This design comes from an exercise in tuning for small area, a short achievable clock period and few clock cycles per item on the open sky130 flow, not from production work.
In this exercise RTL edits were held to simulation tests only and were not proved equivalent to the original.

## flow/run.sh

```bash
#!/bin/bash
# Standard ORFS layout (the standard.sh, standard synthesis unchanged), with
# timing repair asked to leave more setup slack than the clock needs, so that
# the layout reaches a shorter achieved period, and the port buffers made from
# buf_2 instead of the default clkdlybuf4s50_1. The clock and constraints are
# the design's own (constraint.sdc is not touched); every port still gets a
# buffer.
set -euo pipefail
export BUFFER_PORTS_ARGS="-buffer_cell sky130_fd_sc_hd__buf_2"
bash standard.sh SETUP_SLACK_MARGIN=10.5 finish > run_standard.log 2>&1
```

## standard.sh

```bash
#!/bin/bash
# synth_recipe.tcl (not shown) runs the flow's synth.tcl, then flattens the netlist and writes it again
# the make line also repeats each setting of config.mk as NAME=value (left out here)
make -C /OpenROAD-flow-scripts/flow DESIGN_CONFIG=/design/flow/config.mk WORK_HOME=/design/flow/orfs CLKGATE_MAP_FILE= SYNTH_SCRIPT=/design/flow/synth_recipe.tcl "${@:-finish}"
```

## config.mk

```make
export PLATFORM = sky130hd
export DESIGN_NAME = cordic_sincos_pipe
export DESIGN_NICKNAME = cordic_sincos_pipe
export VERILOG_FILES = /design/flow/design.v
export SDC_FILE = /design/flow/constraint.sdc
export NUM_CORES = 4
export LEC_CHECK = 0
export ABC_AREA = 1
export CAP_MARGIN = 20
export CORE_MARGIN = 2
export CORE_UTILIZATION = 55
export CTS_BUF_LIST = sky130_fd_sc_hd__clkbuf_4 sky130_fd_sc_hd__clkbuf_8
export PLACE_DENSITY = 0.68
export SLEW_MARGIN = 20
```

## constraint.sdc

```tcl
create_clock -name core_clock -period 18.0 [get_ports {clk}]
set_input_delay 3.6000 -clock core_clock [delete_from_list [all_inputs] [get_ports {clk}]]
set_output_delay 3.6000 -clock core_clock [all_outputs]
set_load 0.01 [all_outputs]
```

## design.v

```verilog
package cordic_pkg;
    typedef struct packed {
        logic valid;
        logic neg;
        logic err;
    } stage_ctrl_t;
    function automatic longint pi_q(input int unsigned width);
        pi_q = (width == 22) ? 64'sd13176795 : 64'sd0;
    endfunction
    function automatic longint half_pi_q(input int unsigned width);
        half_pi_q = (width == 22) ? 64'sd6588397 : 64'sd0;
    endfunction
    function automatic longint k_q(input int unsigned width);
        k_q = (width == 22) ? 64'sd2547003 : 64'sd0;
    endfunction
    function automatic longint atan_q(input int unsigned i, input int unsigned width);
        longint r;
        case (i)
            0:       r = 64'sd3294199;
            1:       r = 64'sd1944679;
            2:       r = 64'sd1027515;
            3:       r = 64'sd521583;
            4:       r = 64'sd261803;
            5:       r = 64'sd131029;
            6:       r = 64'sd65531;
            7:       r = 64'sd32767;
            8:       r = 64'sd16384;
            9:       r = 64'sd8192;
            10:      r = 64'sd4096;
            11:      r = 64'sd2048;
            12:      r = 64'sd1024;
            13:      r = 64'sd512;
            14:      r = 64'sd256;
            15:      r = 64'sd128;
            16:      r = 64'sd64;
            17:      r = 64'sd32;
            18:      r = 64'sd16;
            19:      r = 64'sd8;
            20:      r = 64'sd4;
            21:      r = 64'sd2;
            22:      r = 64'sd1;
            default: r = 64'sd0;
        endcase
        atan_q = (width == 22) ? r : 64'sd0;
    endfunction
    function automatic int unsigned first_iter(input int unsigned s, input int unsigned iterations,
                                               input int unsigned stages);
        int unsigned base;
        int unsigned rem;
        base = iterations / stages;
        rem  = iterations % stages;
        first_iter = s * base + ((s < rem) ? s : rem);
    endfunction
    function automatic logic [63:0] unpack_mag(input logic [31:0] f, input int unsigned width);
        logic [63:0] m;
        int          rsh;
        m   = 64'({1'b1, f[22:0]}) << 24;
        rsh = 174 - int'(width) - int'(f[30:23]);
        if (f[30:23] == 8'd0 || rsh >= 64) unpack_mag = '0;
        else if (rsh <= 0)                 unpack_mag = m;
        else                               unpack_mag = m >> rsh;
    endfunction
    function automatic logic [31:0] pack_float(input logic [63:0] v, input int unsigned width);
        logic [63:0] mag;
        logic [31:0] f;
        int          p;
        mag = v[63] ? -v : v;
        f   = '0;
        p   = -1;
        for (int i = 0; i < 64; i++) begin
            if (mag[i]) p = i;
        end
        if (p >= 0) begin
            f[31]    = v[63];
            f[30:23] = 8'(p - int'(width) + 127);
            if (p >= 23) f[22:0] = 23'(mag >> (p - 23));
            else         f[22:0] = 23'(mag << (23 - p));
        end
        pack_float = f;
    endfunction
endpackage
module cordic_stage
#(
    parameter int unsigned WIDTH = 22,
    parameter int unsigned LO    = 0,
    parameter int unsigned HI    = 1,
    parameter int unsigned TAG_W = 4
) (
    input  logic                   clk,
    input  logic                   reset,
    input  logic                   advance,
    input  logic [2:0]             in_ctrl,     
    input  logic signed [WIDTH+1:0] in_x,
    input  logic signed [WIDTH+1:0] in_y,
    input  logic signed [WIDTH+1:0] in_z,
    input  logic [TAG_W-1:0]       in_tag,
    output logic [2:0]             out_ctrl,    
    output logic signed [WIDTH+1:0] out_x,
    output logic signed [WIDTH+1:0] out_y,
    output logic signed [WIDTH+1:0] out_z,
    output logic [TAG_W-1:0]       out_tag
);
    localparam int unsigned DW = WIDTH + 2;
    localparam int unsigned NI = HI - LO;
    logic signed [DW-1:0] x_c, y_c, z_c, xs, ys;
    always_comb begin
        x_c = in_x;
        y_c = in_y;
        z_c = in_z;
        xs  = '0;
        ys  = '0;
        for (int i = 0; i < int'(NI); i++) begin
            xs = x_c >>> (int'(LO) + i);
            ys = y_c >>> (int'(LO) + i);
            if (z_c[DW-1]) begin
                x_c = x_c + ys;
                y_c = y_c - xs;
                z_c = z_c + $signed(DW'(cordic_pkg::atan_q(LO + i, WIDTH)));
            end else begin
                x_c = x_c - ys;
                y_c = y_c + xs;
                z_c = z_c - $signed(DW'(cordic_pkg::atan_q(LO + i, WIDTH)));
            end
        end
    end
    always_ff @(posedge clk) begin
        if (reset) begin
            out_ctrl <= '0;
            out_x    <= '0;
            out_y    <= '0;
            out_z    <= '0;
            out_tag  <= '0;
        end else if (advance) begin
            out_ctrl <= in_ctrl;
            out_x    <= x_c;
            out_y    <= y_c;
            out_z    <= z_c;
            out_tag  <= in_tag;
        end
    end
endmodule
module cordic_sincos_pipe
#(
    parameter int unsigned WIDTH      = 22,
    parameter int unsigned ITERATIONS = 16,
    parameter int unsigned STAGES     = 8,
    parameter int unsigned TAG_W      = 4
) (
    input  logic             clk,
    input  logic             reset,
    input  logic             clk_en,
    input  logic             in_valid,
    output logic             in_ready,
    input  logic [31:0]      angle,
    input  logic [TAG_W-1:0] in_tag,
    output logic             out_valid,
    input  logic             out_ready,
    output logic [31:0]      sin_out,
    output logic [31:0]      cos_out,
    output logic             out_err,
    output logic [TAG_W-1:0] out_tag
);
    logic advance;
    assign advance  = clk_en & (~out_valid | out_ready);
    assign in_ready = advance & ~reset;
    logic [7:0]  e_a;
    logic [23:0] mag_a;
    logic        err_a, fold_a, d0_a, neg1_a;
    always_comb begin
        e_a   = angle[30:23];
        mag_a  = (e_a >= 8'd105 && e_a <= 8'd128) ? ({1'b1, angle[22:0]} >> 5'(8'd128 - e_a)) : 24'd0;
        err_a  = (e_a >= 8'd129) || (e_a == 8'd128 && angle[22:0] > 23'h490FDB);    
        fold_a = (e_a == 8'd128) || (e_a == 8'd127 && angle[22:1] > 22'h2487ED);    
        d0_a   = fold_a ? (angle[31] || (e_a == 8'd128 && angle[22:0] == 23'h490FDB))
                        : (!angle[31] || e_a < 8'd105);
        neg1_a = (fold_a == d0_a);
    end
    logic             v_r0, err_r0, neg_r0, d0_r0, s_r0;
    logic [23:0]      mag_r0;
    logic [TAG_W-1:0] tag_r0;
    always_ff @(posedge clk) begin
        if (reset)        v_r0 <= 1'b0;
        else if (advance) v_r0 <= in_valid & in_ready;
        if (advance) begin
            err_r0 <= err_a; neg_r0 <= fold_a; d0_r0 <= d0_a; s_r0 <= neg1_a; mag_r0 <= mag_a ^ {24{neg1_a}}; tag_r0 <= in_tag;
        end
    end
    logic [23:0] k1_s1;
    logic [22:0] z1_s1;
    always_comb begin
        case ({neg_r0, s_r0})
            2'b00:   k1_s1 = -24'sd3294199;
            2'b01:   k1_s1 = 24'd3294200;
            2'b10:   k1_s1 = -24'sd9882596;
            default: k1_s1 = 24'd9882597;
        endcase
    end
    logic [23:0] z1w_s1;
    cs_addsub #(24) u_z1_s1 (.a(mag_r0), .b(k1_s1), .sub(1'b0), .s(z1w_s1));
    assign z1_s1 = z1w_s1[22:0];
    logic [21:0] z2_s1;
    assign z2_s1 = !z1_s1[22] ? 22'(z1_s1[21:0] - 22'd1944679) : 22'(z1_s1[21:0] + 22'd1944679);
    logic [20:0] z3_s1;
    assign z3_s1 = !z2_s1[21] ? 21'(z2_s1[20:0] - 21'd1027515) : 21'(z2_s1[20:0] + 21'd1027515);
    logic             v_r1, err_r1, neg_r1;
    logic [TAG_W-1:0] tag_r1;
    logic d0_r1;
    logic d1_r1;
    logic d2_r1;
    logic [20:0] z_r1;
    always_ff @(posedge clk) begin
        if (reset)        v_r1 <= 1'b0;
        else if (advance) v_r1 <= v_r0;
        if (advance) begin
            err_r1 <= err_r0; neg_r1 <= neg_r0; tag_r1 <= tag_r0;
            d0_r1 <= d0_r0;
            d1_r1 <= !z1_s1[22];
            d2_r1 <= !z2_s1[21];
            z_r1 <= z3_s1;
        end
    end
    logic [19:0] z4_s2;
    assign z4_s2 = !z_r1[20] ? 20'(z_r1[19:0] - 20'd521583) : 20'(z_r1[19:0] + 20'd521583);
    logic [18:0] z5_s2;
    assign z5_s2 = !z4_s2[19] ? 19'(z4_s2[18:0] - 19'd261803) : 19'(z4_s2[18:0] + 19'd261803);
    logic [17:0] z6_s2;
    assign z6_s2 = !z5_s2[18] ? 18'(z5_s2[17:0] - 18'd131029) : 18'(z5_s2[17:0] + 18'd131029);
    logic [5:0] dl_s2;
    assign dl_s2 = {!z5_s2[18], !z4_s2[19], !z_r1[20], d2_r1, d1_r1, d0_r1};
    logic [23:0] x6_s2;
    logic [22:0] y6_s2;
    localparam logic [63:0] T_x6_s2_0 = 64'h53f40bee53f40bee;
    assign x6_s2[0] = T_x6_s2_0[dl_s2];
    localparam logic [63:0] T_x6_s2_1 = 64'h76a259b323ed54e6;
    assign x6_s2[1] = T_x6_s2_1[dl_s2];
    localparam logic [63:0] T_x6_s2_2 = 64'h4afda3e0c9e0ade5;
    assign x6_s2[2] = T_x6_s2_2[dl_s2];
    localparam logic [63:0] T_x6_s2_3 = 64'h89148847e6312834;
    assign x6_s2[3] = T_x6_s2_3[dl_s2];
    localparam logic [63:0] T_x6_s2_4 = 64'hebe63bbdbdfc67f3;
    assign x6_s2[4] = T_x6_s2_4[dl_s2];
    localparam logic [63:0] T_x6_s2_5 = 64'he6325c18181a4c47;
    assign x6_s2[5] = T_x6_s2_5[dl_s2];
    localparam logic [63:0] T_x6_s2_6 = 64'hbd5e92e817497abd;
    assign x6_s2[6] = T_x6_s2_6[dl_s2];
    localparam logic [63:0] T_x6_s2_7 = 64'hb26f0d324cb0f64d;
    assign x6_s2[7] = T_x6_s2_7[dl_s2];
    localparam logic [63:0] T_x6_s2_8 = 64'h9da6c2fdbf4365b9;
    assign x6_s2[8] = T_x6_s2_8[dl_s2];
    localparam logic [63:0] T_x6_s2_9 = 64'h777ffdb7edbffeee;
    assign x6_s2[9] = T_x6_s2_9[dl_s2];
    localparam logic [63:0] T_x6_s2_10 = 64'hb9dc286996143b9d;
    assign x6_s2[10] = T_x6_s2_10[dl_s2];
    localparam logic [63:0] T_x6_s2_11 = 64'hcada788a511e5b53;
    assign x6_s2[11] = T_x6_s2_11[dl_s2];
    localparam logic [63:0] T_x6_s2_12 = 64'hdbc9d79189eb93db;
    assign x6_s2[12] = T_x6_s2_12[dl_s2];
    localparam logic [63:0] T_x6_s2_13 = 64'h961fdca1853bf869;
    assign x6_s2[13] = T_x6_s2_13[dl_s2];
    localparam logic [63:0] T_x6_s2_14 = 64'he88fc54bd2a3f117;
    assign x6_s2[14] = T_x6_s2_14[dl_s2];
    localparam logic [63:0] T_x6_s2_15 = 64'h89dfe5b3cda7fb91;
    assign x6_s2[15] = T_x6_s2_15[dl_s2];
    localparam logic [63:0] T_x6_s2_16 = 64'h7a6a5a12485a565e;
    assign x6_s2[16] = T_x6_s2_16[dl_s2];
    localparam logic [63:0] T_x6_s2_17 = 64'hc1ebf3ebd7cfd783;
    assign x6_s2[17] = T_x6_s2_17[dl_s2];
    localparam logic [63:0] T_x6_s2_18 = 64'hfee6dac2435b677f;
    assign x6_s2[18] = T_x6_s2_18[dl_s2];
    localparam logic [63:0] T_x6_s2_19 = 64'h7642cffbdff3426e;
    assign x6_s2[19] = T_x6_s2_19[dl_s2];
    localparam logic [63:0] T_x6_s2_20 = 64'hcf66ee77ee7766f3;
    assign x6_s2[20] = T_x6_s2_20[dl_s2];
    localparam logic [63:0] T_x6_s2_21 = 64'hf67ef66ff66f7e6f;
    assign x6_s2[21] = T_x6_s2_21[dl_s2];
    localparam logic [63:0] T_x6_s2_22 = 64'h8000800180010001;
    assign x6_s2[22] = T_x6_s2_22[dl_s2];
    localparam logic [63:0] T_x6_s2_23 = 64'h8000800180010001;
    assign x6_s2[23] = T_x6_s2_23[dl_s2];
    localparam logic [63:0] T_y6_s2_0 = 64'haab14e94aab14e94;
    assign y6_s2[0] = T_y6_s2_0[dl_s2];
    localparam logic [63:0] T_y6_s2_1 = 64'hda012b8d9a248f8d;
    assign y6_s2[1] = T_y6_s2_1[dl_s2];
    localparam logic [63:0] T_y6_s2_2 = 64'h1e2f5e275f8e7ba5;
    assign y6_s2[2] = T_y6_s2_2[dl_s2];
    localparam logic [63:0] T_y6_s2_3 = 64'h597d19de84664167;
    assign y6_s2[3] = T_y6_s2_3[dl_s2];
    localparam logic [63:0] T_y6_s2_4 = 64'h8a8c6a2b2ba8ceae;
    assign y6_s2[4] = T_y6_s2_4[dl_s2];
    localparam logic [63:0] T_y6_s2_5 = 64'h8464f1717171d9de;
    assign y6_s2[5] = T_y6_s2_5[dl_s2];
    localparam logic [63:0] T_y6_s2_6 = 64'h2bf834817ed3e02b;
    assign y6_s2[6] = T_y6_s2_6[dl_s2];
    localparam logic [63:0] T_y6_s2_7 = 64'h24ca5b64d925acdb;
    assign y6_s2[7] = T_y6_s2_7[dl_s2];
    localparam logic [63:0] T_y6_s2_8 = 64'h3b0c94ab2ad6cf23;
    assign y6_s2[8] = T_y6_s2_8[dl_s2];
    localparam logic [63:0] T_y6_s2_9 = 64'heeeaab2e8b2aa888;
    assign y6_s2[9] = T_y6_s2_9[dl_s2];
    localparam logic [63:0] T_y6_s2_10 = 64'h23b941c33c7d623b;
    assign y6_s2[10] = T_y6_s2_10[dl_s2];
    localparam logic [63:0] T_y6_s2_11 = 64'h90b0e110f778f2f6;
    assign y6_s2[11] = T_y6_s2_11[dl_s2];
    localparam logic [63:0] T_y6_s2_12 = 64'hb293be37138236b2;
    assign y6_s2[12] = T_y6_s2_12[dl_s2];
    localparam logic [63:0] T_y6_s2_13 = 64'h3c7ab9071f62a1c3;
    assign y6_s2[13] = T_y6_s2_13[dl_s2];
    localparam logic [63:0] T_y6_s2_14 = 64'h811a9fd2b406a77e;
    assign y6_s2[14] = T_y6_s2_14[dl_s2];
    localparam logic [63:0] T_y6_s2_15 = 64'h13ba8f269b0ea237;
    assign y6_s2[15] = T_y6_s2_15[dl_s2];
    localparam logic [63:0] T_y6_s2_16 = 64'he0c0f074d1f0fcf8;
    assign y6_s2[16] = T_y6_s2_16[dl_s2];
    localparam logic [63:0] T_y6_s2_17 = 64'h9782a682be9abe16;
    assign y6_s2[17] = T_y6_s2_17[dl_s2];
    localparam logic [63:0] T_y6_s2_18 = 64'ha88cb094d6f2ceea;
    assign y6_s2[18] = T_y6_s2_18[dl_s2];
    localparam logic [63:0] T_y6_s2_19 = 64'hecd49aa2baa6d4c8;
    assign y6_s2[19] = T_y6_s2_19[dl_s2];
    localparam logic [63:0] T_y6_s2_20 = 64'h9acc88ee88eecca6;
    assign y6_s2[20] = T_y6_s2_20[dl_s2];
    localparam logic [63:0] T_y6_s2_21 = 64'hace8accaaccae8ca;
    assign y6_s2[21] = T_y6_s2_21[dl_s2];
    localparam logic [63:0] T_y6_s2_22 = 64'h1555155715575557;
    assign y6_s2[22] = T_y6_s2_22[dl_s2];
    logic             v_r2, err_r2, neg_r2;
    logic [TAG_W-1:0] tag_r2;
    logic [17:0] z_r2;
    logic [23:0] x_r2;
    logic [22:0] y_r2;
    always_ff @(posedge clk) begin
        if (reset)        v_r2 <= 1'b0;
        else if (advance) v_r2 <= v_r1;
        if (advance) begin
            err_r2 <= err_r1; neg_r2 <= neg_r1; tag_r2 <= tag_r1;
            z_r2 <= z6_s2;
            x_r2 <= x6_s2;
            y_r2 <= y6_s2;
        end
    end
    logic [16:0] z7_s3;
    assign z7_s3 = !z_r2[17] ? 17'(z_r2[16:0] - 17'd65531) : 17'(z_r2[16:0] + 17'd65531);
    logic [15:0] z8_s3;
    assign z8_s3 = !z7_s3[16] ? 16'(z7_s3[15:0] - 16'd32767) : 16'(z7_s3[15:0] + 16'd32767);
    logic [23:0] x7_s3;
    logic [22:0] y7_s3;
    cs_addsub #(24) u_x7_s3 (.a(x_r2), .b(24'($signed(y_r2) >>> 6)), .sub(!z_r2[17]), .s(x7_s3));
    cs_addsub #(23) u_y7_s3 (.a(y_r2), .b(23'($signed(x_r2) >>> 6)), .sub(!(!z_r2[17])), .s(y7_s3));
    logic [23:0] x8_s3;
    logic [22:0] y8_s3;
    cs_addsub #(24) u_x8_s3 (.a(x7_s3), .b(24'($signed(y7_s3) >>> 7)), .sub(!z7_s3[16]), .s(x8_s3));
    cs_addsub #(23) u_y8_s3 (.a(y7_s3), .b(23'($signed(x7_s3) >>> 7)), .sub(!(!z7_s3[16])), .s(y8_s3));
    logic             v_r3, err_r3, neg_r3;
    logic [TAG_W-1:0] tag_r3;
    logic [15:0] z_r3;
    logic [23:0] x_r3;
    logic [22:0] y_r3;
    always_ff @(posedge clk) begin
        if (reset)        v_r3 <= 1'b0;
        else if (advance) v_r3 <= v_r2;
        if (advance) begin
            err_r3 <= err_r2; neg_r3 <= neg_r2; tag_r3 <= tag_r2;
            z_r3 <= z8_s3;
            x_r3 <= x8_s3;
            y_r3 <= y8_s3;
        end
    end
    logic [23:0] x9_s4;
    logic [22:0] y9_s4;
    cs_addsub #(24) u_x9_s4 (.a(x_r3), .b(24'($signed(y_r3) >>> 8)), .sub(!z_r3[15]), .s(x9_s4));
    cs_addsub #(23) u_y9_s4 (.a(y_r3), .b(23'($signed(x_r3) >>> 8)), .sub(!(!z_r3[15])), .s(y9_s4));
    logic [23:0] x10_s4;
    logic [22:0] y10_s4;
    cs_addsub #(24) u_x10_s4 (.a(x9_s4), .b(24'($signed(y9_s4) >>> 9)), .sub(z_r3[14]), .s(x10_s4));
    cs_addsub #(23) u_y10_s4 (.a(y9_s4), .b(23'($signed(x9_s4) >>> 9)), .sub(!(z_r3[14])), .s(y10_s4));
    logic [23:0] x11_s4;
    logic [22:0] y11_s4;
    cs_addsub #(24) u_x11_s4 (.a(x10_s4), .b(24'($signed(y10_s4) >>> 10)), .sub(z_r3[13]), .s(x11_s4));
    cs_addsub #(23) u_y11_s4 (.a(y10_s4), .b(23'($signed(x10_s4) >>> 10)), .sub(!(z_r3[13])), .s(y11_s4));
    logic             v_r4, err_r4, neg_r4;
    logic [TAG_W-1:0] tag_r4;
    logic [15:0] z_r4;
    logic [23:0] x_r4;
    logic [22:0] y_r4;
    always_ff @(posedge clk) begin
        if (reset)        v_r4 <= 1'b0;
        else if (advance) v_r4 <= v_r3;
        if (advance) begin
            err_r4 <= err_r3; neg_r4 <= neg_r3; tag_r4 <= tag_r3;
            z_r4 <= z_r3;
            x_r4 <= x11_s4;
            y_r4 <= y11_s4;
        end
    end
    logic [23:0] x12_s5;
    logic [22:0] y12_s5;
    cs_addsub #(24) u_x12_s5 (.a(x_r4), .b(24'($signed(y_r4) >>> 11)), .sub(z_r4[12]), .s(x12_s5));
    cs_addsub #(23) u_y12_s5 (.a(y_r4), .b(23'($signed(x_r4) >>> 11)), .sub(!(z_r4[12])), .s(y12_s5));
    logic [23:0] x13_s5;
    logic [22:0] y13_s5;
    cs_addsub #(24) u_x13_s5 (.a(x12_s5), .b(24'($signed(y12_s5) >>> 12)), .sub(z_r4[11]), .s(x13_s5));
    cs_addsub #(23) u_y13_s5 (.a(y12_s5), .b(23'($signed(x12_s5) >>> 12)), .sub(!(z_r4[11])), .s(y13_s5));
    logic [23:0] x14_s5;
    logic [22:0] y14_s5;
    cs_addsub #(24) u_x14_s5 (.a(x13_s5), .b(24'($signed(y13_s5) >>> 13)), .sub(z_r4[10]), .s(x14_s5));
    cs_addsub #(23) u_y14_s5 (.a(y13_s5), .b(23'($signed(x13_s5) >>> 13)), .sub(!(z_r4[10])), .s(y14_s5));
    logic             v_r5, err_r5, neg_r5;
    logic [TAG_W-1:0] tag_r5;
    logic [15:0] z_r5;
    logic [23:0] x_r5;
    logic [22:0] y_r5;
    always_ff @(posedge clk) begin
        if (reset)        v_r5 <= 1'b0;
        else if (advance) v_r5 <= v_r4;
        if (advance) begin
            err_r5 <= err_r4; neg_r5 <= neg_r4; tag_r5 <= tag_r4;
            z_r5 <= z_r4;
            x_r5 <= x14_s5;
            y_r5 <= y14_s5;
        end
    end
    logic [23:0] x15_s6;
    logic [22:0] y15_s6;
    cs_addsub #(24) u_x15_s6 (.a(x_r5), .b(24'($signed(y_r5) >>> 14)), .sub(z_r5[9]), .s(x15_s6));
    cs_addsub #(23) u_y15_s6 (.a(y_r5), .b(23'($signed(x_r5) >>> 14)), .sub(!(z_r5[9])), .s(y15_s6));
    logic [23:0] x16_s6;
    logic [22:0] y16_s6;
    cs_addsub #(24) u_x16_s6 (.a(x15_s6), .b(24'($signed(y15_s6) >>> 15)), .sub(z_r5[8]), .s(x16_s6));
    cs_addsub #(23) u_y16_s6 (.a(y15_s6), .b(23'($signed(x15_s6) >>> 15)), .sub(!(z_r5[8])), .s(y16_s6));
    logic             v_r6, err_r6, neg_r6;
    logic [TAG_W-1:0] tag_r6;
    logic [15:0] z_r6;
    logic [22:0] ax, ay;
    logic        sx, sy;
    always_comb begin
        ax = x16_s6[23] ? {16'd0, 7'(-x16_s6[6:0])} : 23'(x16_s6);
        ay = y16_s6[22] ? 23'(-y16_s6) : 23'(y16_s6);
        sx = x16_s6[23] ^ neg_r5;
        sy = y16_s6[22] ^ neg_r5;
    end
    function automatic logic [31:0] pack(input logic sgn, input logic [22:0] a);
        logic [31:0] f;
        f = '0;
        for (int p = 0; p < 23; p++) begin
            if (a[p]) begin
                f[31]    = sgn;
                f[30:23] = 8'(p + 105);
                f[22:0]  = 23'(a << (23 - p));
            end
        end
        pack = f;
    endfunction
    logic [22:0] ax_r, ay_r;
    logic        sx_r, sy_r;
    always_ff @(posedge clk) begin
        if (reset)        v_r6 <= 1'b0;
        else if (advance) v_r6 <= v_r5;
        if (advance) begin
            err_r6 <= err_r5; tag_r6 <= tag_r5;
            ax_r <= err_r5 ? 23'd0 : ax;
            ay_r <= err_r5 ? 23'd0 : ay;
            sx_r <= sx; sy_r <= sy;
        end
    end
    assign cos_out = pack(sx_r, ax_r);
    assign sin_out = pack(sy_r, ay_r);
    assign out_valid = v_r6;
    assign out_err   = err_r6;
    assign out_tag   = tag_r6;
endmodule
module cs_addsub #(parameter int unsigned W = 24) (
    input  logic [W-1:0] a,
    input  logic [W-1:0] b,
    input  logic         sub,
    output logic [W-1:0] s
);
    localparam int N  = W + 1;       
    localparam int LG = (N > 32) ? 6 : (N > 16) ? 5 : (N > 8) ? 4 : 3;
    logic [N-1:0] g, p, g0, p0;
    always_comb begin
        g0[0] = sub;
        p0[0] = 1'b0;
        for (int i = 0; i < W; i++) begin
            g0[i+1] = a[i] & (b[i] ^ sub);
            p0[i+1] = a[i] ^ (b[i] ^ sub);
        end
        g = g0;
        p = p0;
        for (int k = 0; k < LG; k++) begin
            for (int i = 0; i < N; i++) begin
                if (((i >> k) & 1) == 1) begin
                    g[i] = g[i] | (p[i] & g[((i >> k) << k) - 1]);
                    p[i] = p[i] & p[((i >> k) << k) - 1];
                end
            end
        end
        for (int i = 0; i < W; i++) s[i] = p0[i+1] ^ g[i];
    end
endmodule
```

==> run summary, run 1 <==
nature of the critical path endpoint=primary output; IO Count=112; simple-gate area share of the yosys netlist=22.0%; max frequency=132 MHz; Clock Tree Buf Depth=3; Nets=7600; Critical Path AT=4.00 ns; Tcrit/Tclk final=42.2%; clock root buffer=clkbuf_8; Multi-input gate area=34300 µm²; met3 Track Usage GR=5.16%; multiplexer share of the synthesized area=0.183%; max cap viols=0; synth unique cells=84; CP Cell Sequence=buf_6, o21ai_4, nor2_1, buf_2; cells on worst reg2reg path=47; met2 usage=56.7%; status=no timing/DRC/antenna violations; share of cells above drive strength 1=roughly 7.7%; IO buf count=around 110; Slew Viols, Final=0; drt initial violations=3930; met1 track demand over resource=39.7%; first-pass GRT wire length=between 200000 and 250000 µm; Yosys reg bits=365; r2r endpoint=z_r2[17]; Slew @ Worst Pin=1.14 ns; total wire length=157000 µm; routed via count=between 40000 and 50000; Worst path max stage delay=between 0.1 and 0.15 ns; R2R Setup Slk=10.88 ns; Reg2Reg Launch Point=z_r1[20]; core box area=88600 µm²; Setup TNS=0 ns; cts bufs inserted=72; skew final=0.0724 ns; asr flop ratio synth=0%; DIE HEIGHT=about 300 µm; layer with the highest usage=met2; fill count=about 8300; Main synth FF type=edfxtp_1; dpl hpwl=122000 µm; CTS tree=done; CTS clk-pin slew, worst paths=0.07 ns; Starting Density=between 50% and 60%; vias in the first global route=44000; DRC viols=0; Die X=303 µm; mean post-synth cell area=7.25 µm²; CP max stage cell=buf_2; Synth Area in Compound Gates=17.1%; Final ANT Viol Nets=0; relative slew slack=about 24%; placer congestion estimate=1.10; initial antenna violation count=3; Clk Latency, worst-skew pair=0.72 ns; all-layer global routing usage=32.9%; WHS Path Cells=0; first-pass iteration count of the detailed router=9; critical path fanouts, max=2; drt via density=roughly 5.8; # H-tree levels=3; Startpoint Class=input pin; largest family of logic cells by synthesized area=simple AND/OR/NAND/NOR gates; TritonCTS Sinks=365; EDFF count, synth=roughly 360; Worst Path Required=between 10 and 15 ns; Die ar.=92100 µm²; Area Growth Syn to Fin=8.67%; largest net degree at the start of global routing=158; share of synthesized area occupied by flip-flops and latches=22.1%; drt wl/cell=19.3 µm; class of the worst hold path=reg -> reg; minimum clock period=7.60 ns; min-delay src=z_r3[9]; Post-Syn Area=49300 µm²; Hold Fails Final Rpt=0; Synth warnings=3; RSZ-0062 raised after global routing=yes; GR Overflow Total=0; hold-fix buffers at CTS=0; Synth Area in Adders=18.0%; Cell Rows=109; Final Core Density=between 60 and 70%; Finish-stage setup viols=0; Post-Syn Instances=roughly 7000; WS Path Type=in -> out; Synth Area in XOR/XNOR=11.3%; Hold EP=z_r4[9]; register area=10900 µm²
synthesized netlist by cell type (79+ instances only):
cell type	n	area (µm²)
a21oi_1	484	2420
nand3_1	338	1690
fa_1	85	1700
nor3_1	88	440
xnor2_1	190	1660
clkbuf_1	130	488
o21ai_0	330	1650
nor2_1	485	1820
inv_1	979	3670
o221ai_1	79	692
nand2_1	1439	5400
edfxtp_1	358	10800
xor2_1	443	3880
ha_1	574	7180
worst max-delay path by stage:
stage                     startpoint        to  slack [ns]  cells past startpoint
after global routing        z_r1[20]  z_r2[17]       10.28                     46
after detailed placement    z_r1[20]  z_r2[17]        9.21                     42
after global placement      z_r1[20]  z_r2[17]        9.25                     42
after floorplan            out_ready   ax_r[0]        8.31                      2
final                      out_ready  in_ready       10.40                      4
after CTS                  out_ready  in_ready       10.38                      4
final cells by class:
type	instances	share of cell area (%)
diodes	1	0.00467
clock buffers	89	2.11
clock inverters	41	0.808
inverters	1009	7.12
multi-input cells	5249	64.0
flip-flops and latches	365	20.3
well taps	1165	2.72
repair buffers	203	2.89
cells by family (layout without fill, tap and decap cells):
logic type / after synthesis / count (layout)
adder cells (fa/ha/maj): 659 / 659
other: 1 / 5
buffers and inverters: 1193 / 1342
flip-flops: 365 / 365
XOR/XNOR: 634 / 634
AO/OA/AOI/OAI: 1378 / 1378
multiplexers: 9 / 9
AND/OR/NAND/NOR: 2565 / 2565
sequential cells by signal, indices dropped and copies added, names as in the netlist, 2 cells and up:
name / count
y_r4: 23
tag_r0: 4
x_r2: 23
tag_r1: 4
z_r4: 5
tag_r6: 4
x_r5: 24
ay_r: 23
z_r2: 18
mag_r0: 23
tag_r5: 4
z_r3: 8
tag_r3: 4
z_r5: 2
y_r2: 23
y_r5: 23
z_r1: 21
x_r3: 24
tag_r4: 4
tag_r2: 4
x_r4: 24
y_r3: 23
ax_r: 23
timing repair:
| action | CTS | global route |
|---|---|---|
| cloned | 4 | 4 |
| endpoints found under the setup margin | 35 | 98 |
| pin swaps | 2 | 26 |
| resized for setup | 29 | 93 |
| setup buffers | 2 | 40 |
layout by cell type, fill, tap and decap left out, drive strengths merged, types with 43 or more instances in the layout:
cell type / count
a21o: 43
a21oi: 487
a31oi: 59
buf: 195
clkbuf: 93
edfxtp: 358
fa: 85
ha: 574
inv: 992
nand2: 1490
nand3: 351
nand4: 51
nor2: 490
nor3: 89
o211ai: 49
o21ai: 357
o221ai: 79
o22ai: 49
xnor2: 191
xor2: 443
critical path, delay by kind of cell:
kind	cells	cell delay [ns]
AOI/OAI and AO/OA	1	0.12
buffers and inverters	2	0.22
and+or+nand+nor	1	0.05
per-stage QoR:
stage	instances	area (µm²)	setup WS, ns	hold WS, ns
final	8122	53600	10.40	0.378
after global routing	8122	53600	10.28	0.400
after CTS	8077	52800	10.38	0.376
after detailed placement	7941	50900	9.21	0.405
after global placement	7941	50900	9.25	0.400
after floorplan	6807	49300	8.31	0.400
per-layer routing:
metal	up-vias	wire length, µm
li1	23200	-
met1	21800	63000
met2	1666	73900
met3	452	10200
met4	4	9520
met5	-	34
Testbench counts, summed over its fixed seeds: cycles 32,056, items 32,000.
==> inputs of run 2 (changes only) <==
--- a/design.v
+++ b/design.v
@@ -204,2 +204,4 @@
     assign z3_s1 = !z2_s1[21] ? 21'(z2_s1[20:0] - 21'd1027515) : 21'(z2_s1[20:0] + 21'd1027515);
+    logic [19:0] z4_s1;
+    assign z4_s1 = !z3_s1[20] ? 20'(z3_s1[19:0] - 20'd521583) : 20'(z3_s1[19:0] + 20'd521583);
     logic             v_r1, err_r1, neg_r1;
@@ -209,3 +211,4 @@
     logic d2_r1;
-    logic [20:0] z_r1;
+    logic d3_r1;
+    logic [19:0] z_r1;
     always_ff @(posedge clk) begin
@@ -218,9 +221,8 @@
             d2_r1 <= !z2_s1[21];
-            z_r1 <= z3_s1;
+            d3_r1 <= !z3_s1[20];
+            z_r1 <= z4_s1;
         end
     end
-    logic [19:0] z4_s2;
-    assign z4_s2 = !z_r1[20] ? 20'(z_r1[19:0] - 20'd521583) : 20'(z_r1[19:0] + 20'd521583);
     logic [18:0] z5_s2;
-    assign z5_s2 = !z4_s2[19] ? 19'(z4_s2[18:0] - 19'd261803) : 19'(z4_s2[18:0] + 19'd261803);
+    assign z5_s2 = !z_r1[19] ? 19'(z_r1[18:0] - 19'd261803) : 19'(z_r1[18:0] + 19'd261803);
     logic [17:0] z6_s2;
@@ -228,3 +230,3 @@
     logic [5:0] dl_s2;
-    assign dl_s2 = {!z5_s2[18], !z4_s2[19], !z_r1[20], d2_r1, d1_r1, d0_r1};
+    assign dl_s2 = {!z5_s2[18], !z_r1[19], d3_r1, d2_r1, d1_r1, d0_r1};
     logic [23:0] x6_s2;
==> run summary, run 2 <==
status=no timing/DRC/antenna violations; hold slack=~0.42 ns; all-layer global routing usage=31.0%; Die X=about 300 µm; drt initial violations=3736; class of the worst hold path=reg -> reg; cell taking the most area after synthesis=edfxtp_1; initial antenna violation count=3; Finish-stage setup viols=0; Startpoint Class=register; Nets=7654; IO buf count=roughly 110; EDFF count, synth=between 300 and 400; worst path bufs/invs=6; share of synthesized area occupied by flip-flops and latches=22.4%; largest net degree at the start of global routing=169; first-pass iteration count of the detailed router=6; routed via count=around 47000; Worst Path Required=18.43 ns; first-pass GRT wire length=227000 µm; simple-gate area share of the yosys netlist=22.5%; relative slew slack=23.4%; max frequency=between 100 and 150 MHz; CP max stage cell=edfxtp_1; fill count=roughly 7900; Synth Area in Compound Gates=15.8%; skew final=0.0410 ns; Yosys reg bits=between 300 and 400; synth top area cells=edfxtp_1 (22%), ha_1 (14%), nand2_1 (12%); IO Count=112; Worst path max stage delay=0.46 ns; commonest non-fill, non-tap cell in the layout=nand2_1; most common cell in the netlist=nand2_1; Clk Latency, worst-skew pair=0.70 ns; max cap viols=0; share of cells above drive strength 1=15.9%; met2 WL post-DR=between 60000 and 70000 µm; Synth Area in Adders=between 10% and 20%; Met3 Wirelength=8760 µm; clock root buffer=clkbuf_8; Post-Syn Instances=6731; final std cells w/o fill=between 8000 and 9000; Clock Tree Buf Depth=3; asr flop ratio synth=0%; drt via density=~5.7; GR Overflow Total=0; Starting Density=55.3%; Die ar.=90900 µm²; RSZ-0062 raised after global routing=yes; hold-fix buffers at CTS=0; critical path fanouts, max=6; CTS tree=done; multiplexer share of the synthesized area=less than 1%; Top Registers=x_r3 (24), x_r4 (24), x_r5 (24); vias in the first global route=42400; Tcrit/Tclk final=42.6%; Highest Signal Layer=met5; DRC viols=0; DIE HEIGHT=301 µm; Setup TNS=0 ns; synth unique cells=72; placed insts=7858; Main synth FF type=edfxtp_1; drt wl/cell=18.2 µm; Cell Rows=109; dpl hpwl=111000 µm; Synth Area in XOR/XNOR=11.3%; Final ANT Viol Nets=0; largest family of logic cells by synthesized area=simple AND/OR/NAND/NOR gates; Area Growth Syn to Fin=15.1%; Critical Path Most Common Cell=nand2_2; Metal-1 WL=between 60000 and 70000 µm; Slew @ Worst Pin=1.15 ns; Post-Syn Area=48700 µm²; placer congestion estimate=1.01; Slew Viols, Final=0; share of the synthesized area in the top cell type=22.1%; critical path's top delay family=simple AND/OR/NAND/NOR gates; core box area=88000 µm²; TritonCTS Sinks=approximately 370; Hold Fails Final Rpt=0; most frequent cells in the layout=nand2_1 (1325), inv_1 (988), ha_1 (543), nor2_1 (405), a21oi_1 (364); commonest cells in the netlist=nand2_1 (1529), inv_1 (1022), ha_1 (563); minimum clock period=between 7 and 8 ns; # H-tree levels=3; CTS clk-pin slew, worst paths=0.05 ns; cts bufs inserted=72; total wire length=149000 µm; mean post-synth cell area=around 7.2 µm²; Critical Path AT=8.09 ns; Synth warnings=3; nature of the critical path endpoint=register; WS Path Type=reg -> reg
[run 2: through the flow]
| stage | area, µm² | utilization, % | setup WS [ns] |
|---|---|---|---|
| 3_3_place_gp | 50200 | 57.1 | 9.51 |
| 3_5_place_dp | 50200 | 57.1 | 9.30 |
| 5_1_grt | 56000 | 63.7 | 9.80 |
| 2_1_floorplan | 48700 | - | 8.31 |
| 6_report | 56000 | 63.7 | 10.34 |
| 4_1_cts | 52700 | 59.9 | 10.38 |
[run 2: routing by layer]
layer	GRT usage (%)	vias to the layer above
li1	-	23000
met1	42.1	21700
met2	50.8	1615
met3	3.39	399
met4	12.0	2
met5	0	-
[run 2: what timing repair did]
action / 4_1_cts / 5_1_grt
cloned: 3 / 5
gates resized for setup: 120 / 547
setup buffers: 49 / 140
endpoints found under the setup margin: 125 / 159
hold endpoints to repair: 0 / 0
pin swaps: 31 / 307
[run 2: final timing paths]
| path | slack (ns) | start | cells past startpoint | end |
|---|---|---|---|---|
| min reg2reg | 0.42 | err_r4 | 0 | err_r5 |
| max reg2reg | 10.34 | z_r4[12] | 61 | y_r5[19] |
| max | 10.34 | z_r4[12] | 61 | y_r5[19] |
| min | 0.42 | err_r4 | 0 | err_r5 |
[run 2: logic make-up after synthesis]
| family | after synthesis |
|---|---|
| compound gates | 1258 |
| xor+xnor | 626 |
| fa+ha+maj | 649 |
| buf+inv | 1235 |
| flops | 365 |
| mux | 15 |
| other cells | 1 |
| simple gates | 2582 |
[run 2: cell type report]
type | count | area, µm² | area share, %
multi-input cells | 5137 | 35800 | 63.9
flip-flops and latches | 365 | 10900 | 19.4
inverters | 1053 | 3970 | 7.08
repair buffers | 334 | 2500 | 4.46
well taps | 1165 | 1460 | 2.60
clock buffers | 86 | 1100 | 1.97
clock inverters | 40 | 295 | 0.527
repair inverters | 1 | 7.51 | 0.0134
diodes | 2 | 5.00 | 0.00894
[run 2: worst register-to-register path, delay by kind of cell, from the launching register on]
family	cells	cell delay (ns)
flops	1	0.46
fa+ha+maj	3	0.84
compound gates	10	1.60
buf+inv	6	0.72
simple gates	39	3.35
xor+xnor	3	0.45
Testbench counts of run 2, summed over its fixed seeds: cycles 32,056, items 32,000.
==> inputs of run 3 (changes only) <==
--- a/design.v
+++ b/design.v
@@ -204,4 +204,2 @@
     assign z3_s1 = !z2_s1[21] ? 21'(z2_s1[20:0] - 21'd1027515) : 21'(z2_s1[20:0] + 21'd1027515);
-    logic [19:0] z4_s1;
-    assign z4_s1 = !z3_s1[20] ? 20'(z3_s1[19:0] - 20'd521583) : 20'(z3_s1[19:0] + 20'd521583);
     logic             v_r1, err_r1, neg_r1;
@@ -211,4 +209,3 @@
     logic d2_r1;
-    logic d3_r1;
-    logic [19:0] z_r1;
+    logic [20:0] z_r1;
     always_ff @(posedge clk) begin
@@ -221,8 +218,9 @@
             d2_r1 <= !z2_s1[21];
-            d3_r1 <= !z3_s1[20];
-            z_r1 <= z4_s1;
+            z_r1 <= z3_s1;
         end
     end
+    logic [19:0] z4_s2;
+    assign z4_s2 = !z_r1[20] ? 20'(z_r1[19:0] - 20'd521583) : 20'(z_r1[19:0] + 20'd521583);
     logic [18:0] z5_s2;
-    assign z5_s2 = !z_r1[19] ? 19'(z_r1[18:0] - 19'd261803) : 19'(z_r1[18:0] + 19'd261803);
+    assign z5_s2 = !z4_s2[19] ? 19'(z4_s2[18:0] - 19'd261803) : 19'(z4_s2[18:0] + 19'd261803);
     logic [17:0] z6_s2;
@@ -230,3 +228,3 @@
     logic [5:0] dl_s2;
-    assign dl_s2 = {!z5_s2[18], !z_r1[19], d3_r1, d2_r1, d1_r1, d0_r1};
+    assign dl_s2 = {!z5_s2[18], !z4_s2[19], !z_r1[20], d2_r1, d1_r1, d0_r1};
     logic [23:0] x6_s2;
@@ -348,8 +346,8 @@
     logic [22:0] y7_s3;
-    cs_addsub #(24) u_x7_s3 (.a(x_r2), .b(24'($signed(y_r2) >>> 6)), .sub(!z_r2[17]), .s(x7_s3));
-    cs_addsub #(23) u_y7_s3 (.a(y_r2), .b(23'($signed(x_r2) >>> 6)), .sub(!(!z_r2[17])), .s(y7_s3));
+    cs_addsub_bk #(24) u_x7_s3 (.a(x_r2), .b(24'($signed(y_r2) >>> 6)), .sub(!z_r2[17]), .s(x7_s3));
+    cs_addsub_bk #(23) u_y7_s3 (.a(y_r2), .b(23'($signed(x_r2) >>> 6)), .sub(!(!z_r2[17])), .s(y7_s3));
     logic [23:0] x8_s3;
     logic [22:0] y8_s3;
-    cs_addsub #(24) u_x8_s3 (.a(x7_s3), .b(24'($signed(y7_s3) >>> 7)), .sub(!z7_s3[16]), .s(x8_s3));
-    cs_addsub #(23) u_y8_s3 (.a(y7_s3), .b(23'($signed(x7_s3) >>> 7)), .sub(!(!z7_s3[16])), .s(y8_s3));
+    cs_addsub_bk #(24) u_x8_s3 (.a(x7_s3), .b(24'($signed(y7_s3) >>> 7)), .sub(!z7_s3[16]), .s(x8_s3));
+    cs_addsub_bk #(23) u_y8_s3 (.a(y7_s3), .b(23'($signed(x7_s3) >>> 7)), .sub(!(!z7_s3[16])), .s(y8_s3));
     logic             v_r3, err_r3, neg_r3;
@@ -425,8 +423,8 @@
     logic [22:0] y15_s6;
-    cs_addsub #(24) u_x15_s6 (.a(x_r5), .b(24'($signed(y_r5) >>> 14)), .sub(z_r5[9]), .s(x15_s6));
-    cs_addsub #(23) u_y15_s6 (.a(y_r5), .b(23'($signed(x_r5) >>> 14)), .sub(!(z_r5[9])), .s(y15_s6));
+    cs_addsub_bk #(24) u_x15_s6 (.a(x_r5), .b(24'($signed(y_r5) >>> 14)), .sub(z_r5[9]), .s(x15_s6));
+    cs_addsub_bk #(23) u_y15_s6 (.a(y_r5), .b(23'($signed(x_r5) >>> 14)), .sub(!(z_r5[9])), .s(y15_s6));
     logic [23:0] x16_s6;
     logic [22:0] y16_s6;
-    cs_addsub #(24) u_x16_s6 (.a(x15_s6), .b(24'($signed(y15_s6) >>> 15)), .sub(z_r5[8]), .s(x16_s6));
-    cs_addsub #(23) u_y16_s6 (.a(y15_s6), .b(23'($signed(x15_s6) >>> 15)), .sub(!(z_r5[8])), .s(y16_s6));
+    cs_addsub_bk #(24) u_x16_s6 (.a(x15_s6), .b(24'($signed(y15_s6) >>> 15)), .sub(z_r5[8]), .s(x16_s6));
+    cs_addsub_bk #(23) u_y16_s6 (.a(y15_s6), .b(23'($signed(x15_s6) >>> 15)), .sub(!(z_r5[8])), .s(y16_s6));
     logic             v_r6, err_r6, neg_r6;
@@ -497,2 +495,35 @@
             end
+        end
+        for (int i = 0; i < W; i++) s[i] = p0[i+1] ^ g[i];
+    end
+endmodule
+module cs_addsub_bk #(parameter int unsigned W = 24) (
+    input  logic [W-1:0] a,
+    input  logic [W-1:0] b,
+    input  logic         sub,
+    output logic [W-1:0] s
+);
+    localparam int N  = W + 1;       
+    localparam int LG = (N > 32) ? 6 : (N > 16) ? 5 : (N > 8) ? 4 : 3;
+    logic [N-1:0] g, p, g0, p0;
+    always_comb begin
+        g0[0] = sub;
+        p0[0] = 1'b0;
+        for (int i = 0; i < W; i++) begin
+            g0[i+1] = a[i] & (b[i] ^ sub);
+            p0[i+1] = a[i] ^ (b[i] ^ sub);
+        end
+        g = g0;
+        p = p0;
+        for (int k = 0; k < LG; k++) begin
+            for (int i = (2 << k) - 1; i < N; i += (2 << k)) begin
+                g[i] = g[i] | (p[i] & g[i - (1 << k)]);
+                p[i] = p[i] & p[i - (1 << k)];
+            end
+        end
+        for (int k = LG - 2; k >= 0; k--) begin
+            for (int i = 3 * (1 << k) - 1; i < N; i += (2 << k)) begin
+                g[i] = g[i] | (p[i] & g[i - (1 << k)]);
+                p[i] = p[i] & p[i - (1 << k)];
+            end
         end
==> run summary, run 3 <==
mean post-synth cell area=7.64 µm²; Nets=7302; Startpoint Class=input pin; register area=10900 µm²; EDFF count, synth=358; Synth warnings=5; Slew @ Worst Pin=1.16 ns; cells on worst reg2reg path=54; all-layer global routing usage=a little under a third; share of the synthesized area in the top cell type=22.0%; dpl hpwl=111000 µm; Finish-stage setup viols=0; routed via count=44700; commonest cells in the netlist=nand2_1 (1269), inv_1 (870), ha_1 (590); IO Count=between 100 and 150; Main synth FF type=edfxtp_1; drt wl/cell=18.5 µm; Worst Path Required=between 10 and 15 ns; Area Growth Syn to Fin=9.72%; share of cells above drive strength 1=between 10 and 15%; Tcrit/Tclk final=42.2%; relative slew slack=22.0%; Critical Path AT=4.00 ns; R2R Setup Slk=10.63 ns; Top Registers=x_r3 (24), x_r4 (24), x_r5 (24); status=no timing/DRC/antenna violations; Cell Rows=109; first-pass GRT wire length=221000 µm; share of synthesized area occupied by flip-flops and latches=22.3%; Die X=302 µm; max frequency=132 MHz; placer congestion estimate=1.04; CTS clk-pin slew, worst paths=0.06 ns; drt initial violations=4157; DIE HEIGHT=302 µm; cell taking the most area after synthesis=edfxtp_1; Slew Viols, Final=0; TritonCTS Sinks=about 370; Clock Tree Buf Depth=3; cts bufs inserted=73; RSZ-0062 raised after global routing=yes; Post-Syn Area=~49000 µm²; max cap viols=0; WS Path Type=in -> out; initial antenna violation count=3; clock root buffer=clkbuf_8; skew final=0.0626 ns; Yosys reg bits=365; class of the worst hold path=reg -> reg; most common cell in the netlist=nand2_1; drt via density=5.76; WHS Path Cells=0; minimum clock period=7.60 ns; largest net degree at the start of global routing=155; IO buf count=107; post-route worst setup slack=10.40 ns; total wire length=between 100000 and 150000 µm; Hold Fails Final Rpt=0; Post-Syn Instances=around 6400; pre-CTS WS=9.44 ns; Final ANT Viol Nets=0; commonest non-fill, non-tap cell in the layout=nand2_1; fill count=8119; first-pass iteration count of the detailed router=7; # H-tree levels=3; vias in the first global route=42500; nature of the critical path endpoint=primary output; Setup TNS=0 ns; CTS tree=done; Starting Density=between 50% and 60%; critical path fanouts, max=2; synth top area cells=edfxtp_1 (22%), ha_1 (15%), nand2_1 (9.7%); GR Overflow Total=0; Die ar.=91300 µm²; core box area=88200 µm²; Clk Latency, worst-skew pair=~0.73 ns; DRC viols=0; Multi-input gate area=between 30000 and 40000 µm²; most frequent cells in the layout=nand2_1 (1242), inv_1 (854), ha_1 (575), a21oi_1 (417), xor2_1 (415); synth unique cells=81; asr flop ratio synth=0%
-- run 3: changes by cell type in the layout (fill, tap and decap cells not counted), moves of 54 or more --
cell | previous run | this run
nand2_2 | 183 | 115
inv_1 | 988 | 854
nand2_1 | 1325 | 1242
xor2_1 | 361 | 415
buf_4 | 201 | 110
fa_1 | 74 | 138
-- run 3: cell type report --
class                      instances  area share (%)
clock inverter                    39           0.606
tap                             1165            2.72
sequential                       365            20.3
timing repair buffer             232            3.07
inverter                         901            6.37
clock buffer                      89            2.13
multi-input combinational       4956            64.8
antenna                            1         0.00466
-- run 3: repair_timing --
item                       CTS  global route
gates resized for setup     36           172
hold buffers                 0             0
setup endpoints to repair   62           112
cloned                       0             5
pin swaps                    7            81
setup buffers               12            67
-- run 3: worst paths after layout --
check,from,endpoint
setup reg to reg,z_r4[12],x_r5[16]
setup / recovery,out_ready,in_ready
hold / removal,err_r2,err_r3
hold reg to reg,err_r2,err_r3
-- run 3: logic make-up (layout without fill, tap and decap cells) --
logic type	Yosys count	in the layout	share of synthesized area [%]
other cells	1	5	0.00767
fa+ha+maj	732	732	20.9
flops	365	365	22.3
buf+inv	1078	1261	8.48
simple gates	2277	2277	20.0
mux	11	11	0.225
xor+xnor	645	645	11.7
compound gates	1287	1287	16.4
-- run 3: per-layer routing --
layer	wire (µm)	part of all wire (%)	up-vias	GRT usage [%]
met5	27	0.019	-	0
met4	8220	5.7	4	16.7
met3	8670	6.0	440	4.54
met2	70900	49	1629	53.7
met1	55800	39	20600	34.8
li1	-	-	22000	-
-- run 3: critical path, stage by stage --
cell     delay (ns)
buf_6          0.10
o21ai_4        0.13
nor2_1         0.05
buf_2          0.13
-- run 3: per-stage QoR --
stage | hold WS, ns | instances | util, % | instance area [µm²]
after global routing | 0.421 | 7748 | 60.8 | 53700
final | 0.398 | 7748 | 60.8 | 53700
after CTS | 0.400 | 7675 | 59.2 | 52200
after floorplan | 0.400 | 6399 | - | 48900
after detailed placement | 0.405 | 7535 | 57.2 | 50500
after global placement | 0.401 | 7535 | 57.2 | 50500
Testbench counts of run 3, summed over its fixed seeds: cycles 32,056, items 32,000.
==> inputs of run 4 (changes only) <==
--- a/config.mk
+++ b/config.mk
@@ -11,3 +11,3 @@
 export CORE_UTILIZATION = 55
-export CTS_BUF_LIST = sky130_fd_sc_hd__clkbuf_4 sky130_fd_sc_hd__clkbuf_8
+export CTS_BUF_LIST = sky130_fd_sc_hd__clkbuf_4
 export PLACE_DENSITY = 0.68
==> run summary, run 4 <==
status=no timing/DRC/antenna violations; WS Path Type=in -> out; share of the synthesized area in the top cell type=22.0%; Final ANT Viol Nets=0; synth unique cells=between 80 and 90; WHS Path Cells=0; Synth Area in XOR/XNOR=roughly an eighth; share of cells above drive strength 1=11.6%; vias in the first global route=42800; Synth Area in Adders=between 20% and 30%; Hold Fails Final Rpt=0; Startpoint Class=input pin; Top Registers=x_r3 (24), x_r4 (24), x_r5 (24); TritonCTS Sinks=365; skew final=0.0828 ns; Post-Syn Area=48900 µm²; cell taking the most area after synthesis=edfxtp_1; r2r endpoint=x_r5[16]; mean post-synth cell area=7.64 µm²; R2R Setup Slk=10.68 ns; Post-Syn Instances=6396; DIE HEIGHT=between 300 and 400 µm; final std cells w/o fill=7825; Cell Rows=109; Clock Tree Buf Depth=3; commonest non-fill, non-tap cell in the layout=nand2_1; commonest cells in the netlist=nand2_1 (1269), inv_1 (870), ha_1 (590); Starting Density=55.4%; IO Count=112; asr flop ratio synth=0%; hold-fix buffers at CTS=0; share of synthesized area occupied by flip-flops and latches=22.3%; total wire length=143000 µm; met3 Track Usage GR=under 10%; clock root buffer=clkbuf_4; simple-gate area share of the yosys netlist=20.0%; Synth warnings=5; placer congestion estimate=around 1.0; Reg2Reg Launch Point=z_r4[12]; drt via density=~5.7; IO buf count=107; Die X=302 µm; first-pass iteration count of the detailed router=9; class of the worst hold path=reg -> reg; CTS tree=done; Main synth FF type=edfxtp_1; first-pass GRT wire length=221000 µm; EDFF count, synth=358; Clk Latency, worst-skew pair=0.97 ns; synth top area cells=edfxtp_1 (22%), ha_1 (15%), nand2_1 (9.7%); max cap viols=0; Area Growth Syn to Fin=9.27%; Slew @ Worst Pin=roughly 1.1 ns; initial antenna violation count=2; critical path fanouts, max=2; Worst Path Required=14.40 ns; relative slew slack=25.7%; Critical Path AT=4.00 ns; CTS clk-pin slew, worst paths=~0.06 ns; drt initial violations=3850; placed insts=about 7500; drt wl/cell=roughly 18 µm; core box area=slightly below 90000 µm²; most common cell in the netlist=nand2_1; Yosys reg bits=approximately 370; Slew Viols, Final=0; min-delay src=z_r3[10]; Finish-stage setup viols=0; Nets=approximately 7400; routed via count=44800; Die ar.=91300 µm²; # H-tree levels=3; multiplexer share of the synthesized area=0.225%; RSZ-0062 raised after global routing=yes; dpl hpwl=111000 µm; hold slack=0.363 ns; minimum clock period=between 7 and 8 ns; layer with the highest usage=met2; cells on worst reg2reg path=50; max frequency=132 MHz; cts bufs inserted=103; all-layer global routing usage=30.2%; Tcrit/Tclk final=roughly 42%; Synth Area in Compound Gates=16.4%; met2 usage=54.0%; met1 track demand over resource=approximately a third; Setup TNS=0 ns; Final Core Density=60.5%; largest net degree at the start of global routing=~160; Hold EP=z_r4[10]; most frequent cells in the layout=nand2_1 (1245), inv_1 (851), ha_1 (583), xor2_1 (419), a21oi_1 (418); nature of the critical path endpoint=primary output; largest family of logic cells by synthesized area=adder cells; DRC viols=0; GR Overflow Total=0
## run 4: changes by cell type in the layout (fill, tap and decap cells not counted), sizes merged
cell,previous run,this run
clkbuf,94,145
inv,878,874
clkinvlp,11,15
buf,227,250
bufinv,4,0
clkinv,47,50
diode,1,5
## run 4: layout make-up
type | count | area [µm²]
Clock buffer | 143 | 1070
Tap cell | 1165 | 1460
Inverter | 901 | 3440
Sequential cell | 365 | 10900
Multi-Input combinational cell | 4956 | 34600
Timing Repair Buffer | 252 | 1740
Clock inverter | 38 | 191
Antenna cell | 5 | 12.5
Fill cell | 8191 | 34800
## run 4: through the flow
stage	setup slack [ns]	area, µm²
after CTS	10.32	52000
after global routing	10.23	53400
after detailed placement	9.44	50500
after floorplan	8.31	48900
after global placement	9.68	50500
final	10.40	53400
## run 4: kinds of logic (layout without fill, tap and decap cells)
group                      Yosys count  in the layout
and+or+nand+nor                   2277           2277
AOI/OAI and AO/OA                 1287           1287
buffers and inverters             1078           1334
adders and majority gates          732            732
xor gates and xnor gates           645            645
DFF                                365            365
muxes                               11             11
other                                1              9
## run 4: worst max-delay path by stage
stage	endpoint	slack, ns	depth (start not counted)	from
finish	in_ready	10.40	4	out_ready
global route	x_r5[16]	10.23	50	z_r4[12]
CTS	z_r1[19]	10.32	46	neg_r0
detailed placement	z_r1[19]	9.44	46	neg_r0
global placement	z_r1[19]	9.68	46	neg_r0
floorplan	ax_r[0]	8.31	2	out_ready
## run 4: critical path, cell delays in order
cell	delay [ns]
buf_6	0.10
o21ai_4	0.13
nor2_1	0.05
buf_2	0.13
## run 4: timing repair
| item | in CTS | in global routing |
|---|---|---|
| endpoints found under the setup margin | 65 | 121 |
| cloned | 0 | 2 |
| pin swaps | 7 | 69 |
| buffers inserted | 16 | 86 |
| gates resized for setup | 36 | 157 |
## run 4: metal layers
metal | routed length [µm] | share of wire (%) | vias up
met5 | 0 | 0 | -
met4 | 7750 | 5.4 | 0
met3 | 8150 | 5.7 | 429
met2 | 71100 | 50 | 1577
met1 | 55900 | 39 | 20700
li1 | - | - | 22100

==> port drivers added, routing unchanged <==
No port has a modelled driver above. Below, the same layouts with a new extraction and two added sets of constraints. Step 1: set_driving_cell puts a clkbuf_16 on clk and a buf_2 on each other input, an assumption about the parent block. Step 2 adds t to the input delays and takes it off the output delays; t is the mean of the earliest and latest rising clock arrival at the registers after step 1. Input paths then give back, and output paths get back, about the clock's delay inside the block. Three values: ideal, step 1, step 2; two values: the first two.
run | t (ns) | setup WS [ns] | worst setup path at the end | worst register clock-pin slew, ns
run 1 | 0.752 | 10.400 / 10.368 / 10.361 | input to register | 0.08 / 0.08
run 2 | 0.748 | 10.337 / 10.337 / 10.337 | register to register | 0.07 / 0.07
run 3 | 0.761 | 10.396 / 10.359 / 10.359 | input to output | 0.07 / 0.07
run 4 | 1.008 | 10.396 / 10.359 / 10.359 | input to output | 0.08 / 0.08
After both steps setup and hold are still met in every run listed. For run 1, which loses most, drivers alone change the setup slack by -0.032 ns; drivers and shift together by -0.039 ns.
